Background: an optimization exercise with open tools, aiming at small area. Do not read the settings as production practice.
RTL that was checked went through simulation tests only; none was proved equivalent to the original.

==> run H <==
==> flow/design.v <==
module rf_scoreboard #(
  parameter int DW       = 32,
  parameter int AW       = 5,
  parameter int ZERO_REG = 1,
  parameter int BYPASS   = 1
) (
  input  logic          clk,
  input  logic          rst,
  input  logic          we,
  input  logic [AW-1:0] wa,
  input  logic [DW-1:0] wd,
  input  logic [AW-1:0] ra1,
  input  logic [AW-1:0] ra2,
  output logic [DW-1:0] rd1,
  output logic [DW-1:0] rd2,
  output logic          rv1,
  output logic          rv2,
  input  logic          issue_en,
  input  logic [AW-1:0] issue_wa,
  output logic          issue_rdy,
  output logic [AW:0]   npend
);
  localparam int NREG = 2 ** AW;
  localparam int NMAX = (ZERO_REG != 0) ? NREG - 1 : NREG;
  localparam logic [AW:0] NMAX_V = (AW + 1)'(NMAX);
  logic [DW-1:0]   r_rf [NREG];
  logic [NREG-1:0] r_busy;
  logic [AW:0]     r_npend;
  logic            w_we;
  logic            w_wa_z;
  logic            w_iwa_z;
  logic            w_wr_ok;
  logic            w_set;
  logic            w_inc;
  logic            w_clr;
  logic [NREG-1:0] w_busy_nxt;
  logic [AW:0]     w_npend_nxt;
  logic [1:0][AW-1:0] w_ra;
  logic [1:0][DW-1:0] w_rd;
  logic [1:0]         w_rv;
  assign w_we    = we & rst;
  assign w_wa_z  = (ZERO_REG != 0) && (wa == '0);
  assign w_iwa_z = (ZERO_REG != 0) && (issue_wa == '0);
  assign w_wr_ok = w_we & ~w_wa_z;
  assign issue_rdy = issue_en &
    (~r_busy[issue_wa] | (w_we & (wa == issue_wa)));
  assign w_set = issue_rdy & ~w_iwa_z;
  assign w_inc = w_set & ~r_busy[issue_wa];
  assign w_clr = w_wr_ok & r_busy[wa] &
    ~(w_set & (issue_wa == wa));
  always_comb begin
    w_busy_nxt = r_busy;
    if (w_wr_ok) w_busy_nxt[wa] = 1'b0;
    if (w_set) w_busy_nxt[issue_wa] = 1'b1;
  end
  always_comb begin
    w_npend_nxt = r_npend;
    unique case ({w_inc, w_clr})
      2'b10: if (r_npend < NMAX_V) w_npend_nxt = r_npend + 1'b1;
      2'b01: if (r_npend != '0) w_npend_nxt = r_npend - 1'b1;
      default: w_npend_nxt = r_npend;
    endcase
  end
  assign w_ra = {ra2, ra1};
  always_comb begin
    w_rd = '0;
    w_rv = '0;
    for (int p = 0; p < 2; p++) begin
      w_rd[p] = r_rf[w_ra[p]];
      w_rv[p] = ~r_busy[w_ra[p]];
      if ((BYPASS != 0) && w_we && (wa == w_ra[p])) begin
        w_rd[p] = wd;
        w_rv[p] = 1'b1;
      end
      if ((ZERO_REG != 0) && (w_ra[p] == '0)) begin
        w_rd[p] = '0;
        w_rv[p] = 1'b1;
      end
    end
  end
  assign rd1   = w_rd[0];
  assign rd2   = w_rd[1];
  assign rv1   = w_rv[0];
  assign rv2   = w_rv[1];
  assign npend = r_npend;
  always_ff @(posedge clk or negedge rst) begin
    if (!rst) begin
      for (int i = 0; i < NREG; i++) r_rf[i] <= '0;
      r_busy  <= '0;
      r_npend <= '0;
    end else begin
      if (w_wr_ok) r_rf[wa] <= wd;
      r_busy  <= w_busy_nxt;
      r_npend <= w_npend_nxt;
    end
  end
endmodule
==> flow/run.sh <==
#!/bin/bash
# synth_recipe.tcl (not shown) runs the flow's synth.tcl, then flattens the netlist and writes it again
# the make line also repeats each setting of config.mk as NAME=value (left out here)
make -C /OpenROAD-flow-scripts/flow DESIGN_CONFIG=/design/flow/config.mk WORK_HOME=/design/flow/orfs CLKGATE_MAP_FILE= SYNTH_SCRIPT=/design/flow/synth_recipe.tcl finish
==> flow/config.mk <==
export PLATFORM = sky130hd
export DESIGN_NAME = rf_scoreboard
export DESIGN_NICKNAME = rf_scoreboard
export VERILOG_FILES = /design/flow/design.v
export SDC_FILE = /design/flow/constraint.sdc
export NUM_CORES = 4
export LEC_CHECK = 0
export CAP_MARGIN = 20
export CORE_MARGIN = 2
export CORE_UTILIZATION = 25
export PLACE_DENSITY = 0.5
export SETUP_SLACK_MARGIN = 0.2
export SLEW_MARGIN = 20
==> flow/constraint.sdc <==
create_clock -name core_clock -period 8.0 [get_ports {clk}]
set_input_delay 1.6000 -clock core_clock [delete_from_list [all_inputs] [get_ports {clk}]]
set_output_delay 1.6000 -clock core_clock [all_outputs]
set_load 0.01 [all_outputs]
==> run Z: changes against run H <==
==> flow/design.v, changed modules only <==
module rf_aoi222 (
  input  logic a1, a2, b1, b2, c1, c2,
  output logic y
);
  assign y = ~((a1 & a2) | (b1 & b2) | (c1 & c2));
endmodule
module rf_rdbit (
  input  logic [31:0] s,
  input  logic [31:0] d,
  output logic        y
);
  logic [10:0] n;
  for (genvar g = 0; g < 10; g++) begin : g_aoi
    rf_aoi222 u_aoi (
      .a1(s[3*g]),   .a2(d[3*g]),
      .b1(s[3*g+1]), .b2(d[3*g+1]),
      .c1(s[3*g+2]), .c2(d[3*g+2]),
      .y(n[g])
    );
  end
  assign n[10] = ~((s[30] & d[30]) | (s[31] & d[31]));
  assign y = ~(&n);
endmodule
module rf_wrmux (
  input  logic        s,
  input  logic        sn,
  input  logic [31:0] wd,
  input  logic [31:0] q,
  output logic [31:0] d
);
  assign d = ({32{s}} & wd) | ({32{sn}} & q);
endmodule
module rf_scoreboard (
  input  logic        clk,
  input  logic        rst,
  input  logic        we,
  input  logic [4:0]  wa,
  input  logic [31:0] wd,
  input  logic [4:0]  ra1,
  input  logic [4:0]  ra2,
  output logic [31:0] rd1,
  output logic [31:0] rd2,
  output logic        rv1,
  output logic        rv2,
  input  logic        issue_en,
  input  logic [4:0]  issue_wa,
  output logic        issue_rdy,
  output logic [5:0]  npend
);
  logic [31:0] r_rf [1:31];
  logic [31:1] r_vld;
  logic [31:1] r_busy;
  logic [5:0]  r_npend;
  logic        w_we;
  logic [31:1] w_wsel, w_isel, w_s1, w_s2;
  logic        w_byp1, w_byp2;
  logic        w_bw, w_bi;
  assign w_we = we & rst;
  always_comb begin
    for (int i = 1; i < 32; i++) begin
      w_wsel[i] = w_we & (wa == 5'(i));
      w_isel[i] = (issue_wa == 5'(i));
      w_s1[i]   = (ra1 == 5'(i));
      w_s2[i]   = (ra2 == 5'(i));
    end
  end
  assign w_bw = |(w_wsel & r_busy);    
  assign w_bi = |(w_isel & r_busy);    
  assign issue_rdy = issue_en & (~w_bi | (w_we & (wa == issue_wa)));
  logic w_set, w_inc, w_clr;
  assign w_set = issue_rdy & (issue_wa != 5'd0);
  assign w_inc = w_set & ~w_bi;
  assign w_clr = w_bw & ~(w_set & (issue_wa == wa));
  assign w_byp1 = w_we & (wa == ra1) & (ra1 != 5'd0);
  assign w_byp2 = w_we & (wa == ra2) & (ra2 != 5'd0);
  logic [31:0] w_g1, w_g2;
  logic [31:0] w_d [32];
  assign w_g1 = {w_s1 & r_vld & {31{~w_byp1}}, w_byp1};
  assign w_g2 = {w_s2 & r_vld & {31{~w_byp2}}, w_byp2};
  always_comb begin
    w_d[0] = wd;
    for (int i = 1; i < 32; i++) w_d[i] = r_rf[i];
  end
  for (genvar b = 0; b < 32; b++) begin : g_rd
    logic [31:0] col;
    for (genvar i = 0; i < 32; i++) begin : g_col
      assign col[i] = w_d[i][b];
    end
    rf_rdbit u_rd1 (.s(w_g1), .d(col), .y(rd1[b]));
    rf_rdbit u_rd2 (.s(w_g2), .d(col), .y(rd2[b]));
  end
  assign rv1 = ~(|(w_s1 & r_busy)) | w_byp1;
  assign rv2 = ~(|(w_s2 & r_busy)) | w_byp2;
  assign npend = r_npend;
  for (genvar i = 1; i < 32; i++) begin : g_reg
    logic [31:0] nxt;
    rf_wrmux u_wm (.s(w_wsel[i]), .sn(~w_wsel[i]), .wd(wd), .q(r_rf[i]), .d(nxt));
    always_ff @(posedge clk) r_rf[i] <= nxt;
  end
  always_ff @(posedge clk or negedge rst) begin
    if (!rst) begin
      r_vld   <= '0;
      r_busy  <= '0;
      r_npend <= '0;
    end else begin
      r_vld  <= r_vld | w_wsel;
      r_busy <= (r_busy & ~w_wsel) | ({31{w_set}} & w_isel);
      case ({w_inc, w_clr})
        2'b10:   r_npend <= r_npend + 6'd1;
        2'b01:   r_npend <= r_npend - 6'd1;
        default: r_npend <= r_npend;
      endcase
    end
  end
endmodule
Settings changed: SYNTH_HIERARCHICAL from default to 1, SYNTH_MINIMUM_KEEP_SIZE from default to 0.
==> results.py <==
metrics = {
    "outcome": {
        "status": "finished clean",
    },
    "clock_tree": {
        "numCtsBuffers": 109,
    },
    "logic_synthesis": {
        "synthXorXnorAreaFrac": 0.00352,
        "synth_warnings": 11,
    },
    "placement": {
        "place_inst": 6206,
    },
    "finish": {
        "top_regs": "r_rf (992), r_busy (31), r_vld (31)",
    },
}
Source of the figures above: run Z

==> results.py <==
metrics = {
    "outcome": {
        "status": "finished clean",
    },
    "finish": {
        "top_regs": "r_rf (992), r_busy (32), r_npend (6)",
    },
    "logic_synthesis": {
        "synth_warnings": 2,
        "synth_simple_gate_area_frac": 0.0822,
        "synthXorXnorAreaFrac": 0.00443,
    },
    "floorplanning": {
        "die_y_um": 466,
    },
    "clock_tree": {
        "numCtsBuffers": 113,
    },
}
Source of the figures above: run H

No functional check of the RTL was part of run Z.

-- static timing again, ports no longer ideal --
In the flow no input, the clock included, has a driving cell. The finished layouts below were timed again as built, in two steps.
Step 1 sets driving cells, clkbuf_16 on the clock port and buf_2 on the other inputs (assumed; they add their load-dependent delay and slew).
Step 2, shift: input delay + t, output delay - t, t = (earliest + latest rising clock arrival at the registers) / 2. This alone moves slack from input paths to output paths.
Slacks: ideal ports / drivers / drivers and shift; pairs: ideal ports / drivers.
run	shift t [ns]	slack for setup (ns)	worst setup path at the end	slew at the worst register clock pin (ns)
run H	0.841	0.054 / 0.029 / 0.029	input to output	0.07 / 0.07
run Z	0.820	0.143 / 0.099 / 0.099	input to output	0.07 / 0.07
After both steps setup and hold are still met in every run listed. The setup slack of run Z, which loses most, moves by -0.044 ns with the drivers and by -0.044 ns with both steps.
